From an optimization exercise on the open Yosys and OpenROAD flow, aimed at small area and a short achievable clock period; shortcuts taken in it are not production practice.
Only simulation tests tie the RTL to the original design; equivalence was not proved.
Power figures rest on the tool's default switching activity, not on a simulated workload.

== 08-24 ==
// pram_fifo
module pram_fifo #(
    parameter int DEPTH  = 64,
    parameter int ADDR_W = 6
) (
    input  logic              clk,
    input  logic              reset,
    input  logic              cpu_we,
    input  logic [15:0]       cpu_wdata,
    input  logic              flush,
    input  logic              re,
    output logic [31:0]       PRAMdata,
    output logic              empty,
    output logic              full,
    output logic [ADDR_W:0]   count,
    output logic              half_pending,
    output logic              overflow,
    output logic              underflow
);
    localparam logic [ADDR_W:0] LP_DEPTH = (ADDR_W+1)'(DEPTH);
    logic [31:0]           r_mem [DEPTH];
    logic [ADDR_W-1:0]     r_wptr;
    logic [DEPTH-1:0]      r_rsel [4];
    logic [15:0]           r_hi;        
    logic                  r_half;
    logic [ADDR_W:0]       r_count;
    logic                  r_empty;
    logic                  r_full;
    logic [31:0]           r_data;
    logic                  r_ovf;
    logic                  r_udf;
    logic w_swap, w_pop, w_push_req, w_push, w_drop, w_clr, w_wen;
    logic [ADDR_W:0] w_cnt_inc, w_cnt_dec;
    logic w_one, w_almost;
    logic [31:0] w_rd;
    assign w_clr      = ~reset | flush;
    assign w_swap     = &cpu_wdata;
    assign w_pop      = re & ~r_empty;
    assign w_push_req = cpu_we & (r_half | w_swap);
    assign w_push     = w_push_req & (~r_full | re);
    assign w_drop     = w_push_req & r_full & ~re;
    assign w_wen      = ~r_full | re;
    always_ff @(posedge clk) begin
        if (w_wen) r_mem[r_wptr] <= {r_hi, cpu_wdata};
    end
    always_ff @(posedge clk) begin
        if (w_clr) begin
            r_half <= 1'b0;
            r_hi   <= 16'hFFFF;
        end else if (cpu_we) begin
            r_half <= ~r_half & ~w_swap;
            r_hi   <= r_half ? 16'hFFFF : cpu_wdata;
        end
    end
    logic [ADDR_W-1:0] w_wptr_inc;
  ...
==> module pram_fifo, before the edit <==
module pram_fifo #(
    parameter int DEPTH  = 64,
    parameter int ADDR_W = 6
) (
    input  logic              clk,
    input  logic              reset,
    input  logic              cpu_we,
    input  logic [15:0]       cpu_wdata,
    input  logic              flush,
    input  logic              re,
    output logic [31:0]       PRAMdata,
    output logic              empty,
    output logic              full,
    output logic [ADDR_W:0]   count,
    output logic              half_pending,
    output logic              overflow,
    output logic              underflow
);
    localparam logic [ADDR_W:0] LP_DEPTH = (ADDR_W+1)'(DEPTH);
    logic [31:0]           r_mem [DEPTH];
    logic [ADDR_W-1:0]     r_wptr;
    logic [DEPTH-1:0]      r_rsel [4];
    logic [15:0]           r_hi;        
    logic                  r_half;
    logic [ADDR_W:0]       r_count;
    logic                  r_empty;
    logic                  r_full;
    logic [31:0]           r_data;
    logic                  r_ovf;
    logic                  r_udf;
    logic w_swap, w_pop, w_push_req, w_push, w_drop, w_clr, w_wen;
    logic [ADDR_W:0] w_cnt_inc, w_cnt_dec;
    logic w_one, w_almost;
    logic [31:0] w_rd;
    assign w_clr      = ~reset | flush;
    assign w_swap     = &cpu_wdata;
    assign w_pop      = re & ~r_empty;
    assign w_push_req = cpu_we & (r_half | w_swap);
    assign w_push     = w_push_req & (~r_full | re);
    assign w_drop     = w_push_req & r_full & ~re;
    assign w_wen      = ~r_full | re;
    always_ff @(posedge clk) begin
        if (w_wen) r_mem[r_wptr] <= {r_hi, cpu_wdata};
    end
    always_ff @(posedge clk) begin
        if (w_clr) begin
            r_half <= 1'b0;
            r_hi   <= 16'hFFFF;
        end else if (cpu_we) begin
            r_half <= ~r_half & ~w_swap;
            r_hi   <= r_half ? 16'hFFFF : cpu_wdata;
        end
    end
    logic [ADDR_W-1:0] w_wptr_inc;
    always_comb begin
        logic c;
        c = 1'b1;
        for (int i = 0; i < ADDR_W; i++) begin
            w_wptr_inc[i] = r_wptr[i] ^ c;
            c = c & r_wptr[i];
        end
    end
    always_ff @(posedge clk) begin
        if (w_clr) begin
            r_wptr <= '0;
            for (int k = 0; k < 4; k++) r_rsel[k] <= DEPTH'(1);
        end else begin
            if (w_push) r_wptr <= w_wptr_inc;
            if (w_pop) begin
                for (int k = 0; k < 4; k++)
                    r_rsel[k] <= {r_rsel[k][DEPTH-2:0], r_rsel[k][DEPTH-1]};
            end
        end
    end
    always_comb begin
        logic c_inc, c_dec;
        c_inc = 1'b1;
        c_dec = 1'b1;
        for (int i = 0; i <= ADDR_W; i++) begin
            w_cnt_inc[i] = r_count[i] ^ c_inc;
            w_cnt_dec[i] = r_count[i] ^ c_dec;
            c_inc = c_inc & r_count[i];
            c_dec = c_dec & ~r_count[i];
        end
    end
    assign w_one     = (r_count == (ADDR_W+1)'(1));
    assign w_almost  = (r_count == LP_DEPTH - 1'b1);
    logic w_inc, w_dec, w_hold;
    assign w_inc  = w_push & ~w_pop;
    assign w_dec  = w_pop & ~w_push;
    assign w_hold = ~(w_inc | w_dec);
    always_ff @(posedge clk) begin
        if (w_clr) begin
            r_count <= '0;
            r_empty <= 1'b1;
            r_full  <= 1'b0;
        end else begin
            r_count <= ({(ADDR_W+1){w_inc}}  & w_cnt_inc) |
                       ({(ADDR_W+1){w_dec}}  & w_cnt_dec) |
                       ({(ADDR_W+1){w_hold}} & r_count);
            r_empty <= (w_dec & w_one) | (w_hold & r_empty);
            r_full  <= (w_inc & w_almost) | (w_hold & r_full);
        end
    end
    always_comb begin
        w_rd = '0;
        for (int i = 0; i < DEPTH; i++) begin
            w_rd = w_rd | (r_mem[i] & {{8{r_rsel[3][i]}}, {8{r_rsel[2][i]}},
                                       {8{r_rsel[1][i]}}, {8{r_rsel[0][i]}}});
        end
    end
    always_ff @(posedge clk) begin
        if (!reset) begin
            r_data <= '0;
        end else if (w_pop & ~flush) begin
            r_data <= w_rd;
        end
    end
    always_ff @(posedge clk) begin
        if (w_clr) begin
            r_ovf <= 1'b0;
            r_udf <= 1'b0;
        end else begin
            if (w_drop)         r_ovf <= 1'b1;
            if (re & r_empty)   r_udf <= 1'b1;
        end
    end
    assign PRAMdata     = r_data;
    assign empty        = r_empty;
    assign full         = r_full;
    assign count        = r_count;
    assign half_pending = r_half;
    assign overflow     = r_ovf;
    assign underflow    = r_udf;
endmodule
clock: 4.0 ns
lec_check: 0
cap_margin: 20
core_margin: 2
core_utilization: 60
cts_cluster_diameter: 80
cts_cluster_size: 25
place_density: 0.75
setup_slack_margin: 1.9
slew_margin: 20
standard.sh (not shown) runs the stock make flow with config.mk's settings and CLKGATE_MAP_FILE= SYNTH_SCRIPT=/design/flow/synth_recipe.tcl, a recipe that flattens the netlist after the stock synthesis.
==> flow/flow/run.sh <==
#!/bin/bash
# The standard layout, with the control pins grouped on one edge.
set -euo pipefail
here="$(cd "$(dirname "${BASH_SOURCE[0]}")" && pwd)"
cd "$here/.."
bash standard.sh IO_CONSTRAINTS="$here/io.tcl" finish > make_finish.log 2>&1
==> flow/flow/io.tcl <==
# Keep the control inputs and the status outputs together on one edge, so the
# swap-token detect and the occupancy logic are not spread across the die.
set_io_pin_constraint -region left:* -group -pin_names {cpu_wdata[0] cpu_wdata[1] cpu_wdata[2] cpu_wdata[3] cpu_wdata[4] cpu_wdata[5] cpu_wdata[6] cpu_wdata[7] cpu_wdata[8] cpu_wdata[9] cpu_wdata[10] cpu_wdata[11] cpu_wdata[12] cpu_wdata[13] cpu_wdata[14] cpu_wdata[15] cpu_we re flush reset count[0] count[1] count[2] count[3] count[4] count[5] count[6] empty full half_pending overflow underflow}
Setup changes, 08-24 to 04-02
==> flow/design.v <==
module pram_fifo #(
    parameter int DEPTH  = 64,
    parameter int ADDR_W = 6
) (
    input  logic              clk,
    input  logic              reset,
    input  logic              cpu_we,
    input  logic [15:0]       cpu_wdata,
    input  logic              flush,
    input  logic              re,
    output logic [31:0]       PRAMdata,
    output logic              empty,
    output logic              full,
    output logic [ADDR_W:0]   count,
    output logic              half_pending,
    output logic              overflow,
    output logic              underflow
);
    localparam logic [ADDR_W:0] LP_DEPTH = (ADDR_W+1)'(DEPTH);
    logic [31:0]           r_mem [DEPTH];
    logic [ADDR_W-1:0]     r_wptr;
    logic [DEPTH-1:0]      r_rsel;      
    logic [15:0]           r_hi;        
    logic                  r_half;
    logic [ADDR_W:0]       r_count;
    logic                  r_empty;
    logic                  r_full;
    logic [31:0]           r_data;
    logic                  r_ovf;
    logic                  r_udf;
    logic w_swap, w_pop, w_push_req, w_push, w_drop, w_clr, w_wen;
    logic [ADDR_W:0] w_cnt_inc, w_cnt_dec;
    logic w_one, w_almost;
    logic [31:0] w_rd;
    assign w_clr      = ~reset | flush;
    assign w_swap     = &cpu_wdata;
    assign w_pop      = re & ~r_empty;
    assign w_push_req = cpu_we & (r_half | w_swap);
    assign w_push     = w_push_req & (~r_full | re);
    assign w_drop     = w_push_req & r_full & ~re;
    assign w_wen      = ~r_full | re;
    always_ff @(posedge clk) begin
        if (w_wen) r_mem[r_wptr] <= {r_hi, cpu_wdata};
    end
    always_ff @(posedge clk) begin
        if (w_clr) begin
            r_half <= 1'b0;
            r_hi   <= 16'hFFFF;
        end else if (cpu_we) begin
            r_half <= ~r_half & ~w_swap;
            r_hi   <= r_half ? 16'hFFFF : cpu_wdata;
        end
    end
    logic [ADDR_W-1:0] w_wptr_inc;
    always_comb begin
        logic c;
        c = 1'b1;
        for (int i = 0; i < ADDR_W; i++) begin
            w_wptr_inc[i] = r_wptr[i] ^ c;
            c = c & r_wptr[i];
        end
    end
    always_ff @(posedge clk) begin
        if (w_clr) begin
            r_wptr <= '0;
            r_rsel <= DEPTH'(1);
        end else begin
            if (w_push) r_wptr <= w_wptr_inc;
            if (w_pop)  r_rsel <= {r_rsel[DEPTH-2:0], r_rsel[DEPTH-1]};
        end
    end
    always_comb begin
        logic c_inc, c_dec;
        c_inc = 1'b1;
        c_dec = 1'b1;
        for (int i = 0; i <= ADDR_W; i++) begin
            w_cnt_inc[i] = r_count[i] ^ c_inc;
            w_cnt_dec[i] = r_count[i] ^ c_dec;
            c_inc = c_inc & r_count[i];
            c_dec = c_dec & ~r_count[i];
        end
    end
    assign w_one     = (r_count == (ADDR_W+1)'(1));
    assign w_almost  = (r_count == LP_DEPTH - 1'b1);
    logic w_inc, w_dec, w_hold;
    assign w_inc  = w_push & ~w_pop;
    assign w_dec  = w_pop & ~w_push;
    assign w_hold = ~(w_inc | w_dec);
    always_ff @(posedge clk) begin
        if (w_clr) begin
            r_count <= '0;
            r_empty <= 1'b1;
            r_full  <= 1'b0;
        end else begin
            r_count <= ({(ADDR_W+1){w_inc}}  & w_cnt_inc) |
                       ({(ADDR_W+1){w_dec}}  & w_cnt_dec) |
                       ({(ADDR_W+1){w_hold}} & r_count);
            r_empty <= (w_dec & w_one) | (w_hold & r_empty);
            r_full  <= (w_inc & w_almost) | (w_hold & r_full);
        end
    end
    always_comb begin
        w_rd = '0;
        for (int i = 0; i < DEPTH; i++) begin
            w_rd = w_rd | (r_mem[i] & {32{r_rsel[i]}});
        end
    end
    always_ff @(posedge clk) begin
        if (!reset) begin
            r_data <= '0;
        end else if (w_pop & ~flush) begin
            r_data <= w_rd;
        end
    end
    always_ff @(posedge clk) begin
        if (w_clr) begin
            r_ovf <= 1'b0;
            r_udf <= 1'b0;
        end else begin
            if (w_drop)         r_ovf <= 1'b1;
            if (re & r_empty)   r_udf <= 1'b1;
        end
    end
    assign PRAMdata     = r_data;
    assign empty        = r_empty;
    assign full         = r_full;
    assign count        = r_count;
    assign half_pending = r_half;
    assign overflow     = r_ovf;
    assign underflow    = r_udf;
endmodule
==> comparison <==
There was hardly any difference in multiplexer fraction of the synthesized cell area between 04-02 and 08-24.
CTS buffer count: 04-02 vs 08-24 down 8.4%
Post-layout total power in 04-02 is 3100 uW lower than in 08-24
Per the comparison of 04-02 with 08-24, floorplan die area fell 0.0098 mm^2, worst slack at placement went up by 57 ps, hold slack now sits higher, wire length per cell after detailed routing grew by 19%.
From 08-24 to 04-02 the numbers moved as follows: share of the core filled with cells saw an increase; area inside the core boundary down 7.0%.
Tapcell count of 04-02 falls short of that of 08-24 by a little under 10%.
Compared to 08-24, 04-02 shows a narrower setup margin.

==> static timing again, ports no longer ideal <==
How much do the figures lean on ideal ports? The routed layouts below were timed once more, with nothing changed but the port constraints. Step 1: set_driving_cell puts a clkbuf_16 on clk and a buf_2 on each other input, an assumption about the parent block. Step 2 also shifts input and output timing later by t, the mid clock arrival at the registers, as if the neighbouring blocks saw the same clock. Three values: ideal ports, drivers, drivers and shift; two values: the first two.
run | shift t [ns] | setup WS [ns] | hold slack, ns | worst register clock-pin slew, ns | worst slew at a driven data input, ns
08-24 | 0.853 | 1.734 / 1.734 / 0.990 | 0.445 / 0.398 / 0.454 | 0.11 / 0.11 | 0.04
04-02 | 0.843 | 1.515 / 1.515 / 1.107 | 0.484 / 0.484 / 0.484 | 0.11 / 0.11 | 0.03
After both steps setup and hold are still met in every run listed. For 08-24, which loses most, drivers alone change the setup slack by 0.000 ns; drivers and shift together by -0.744 ns.
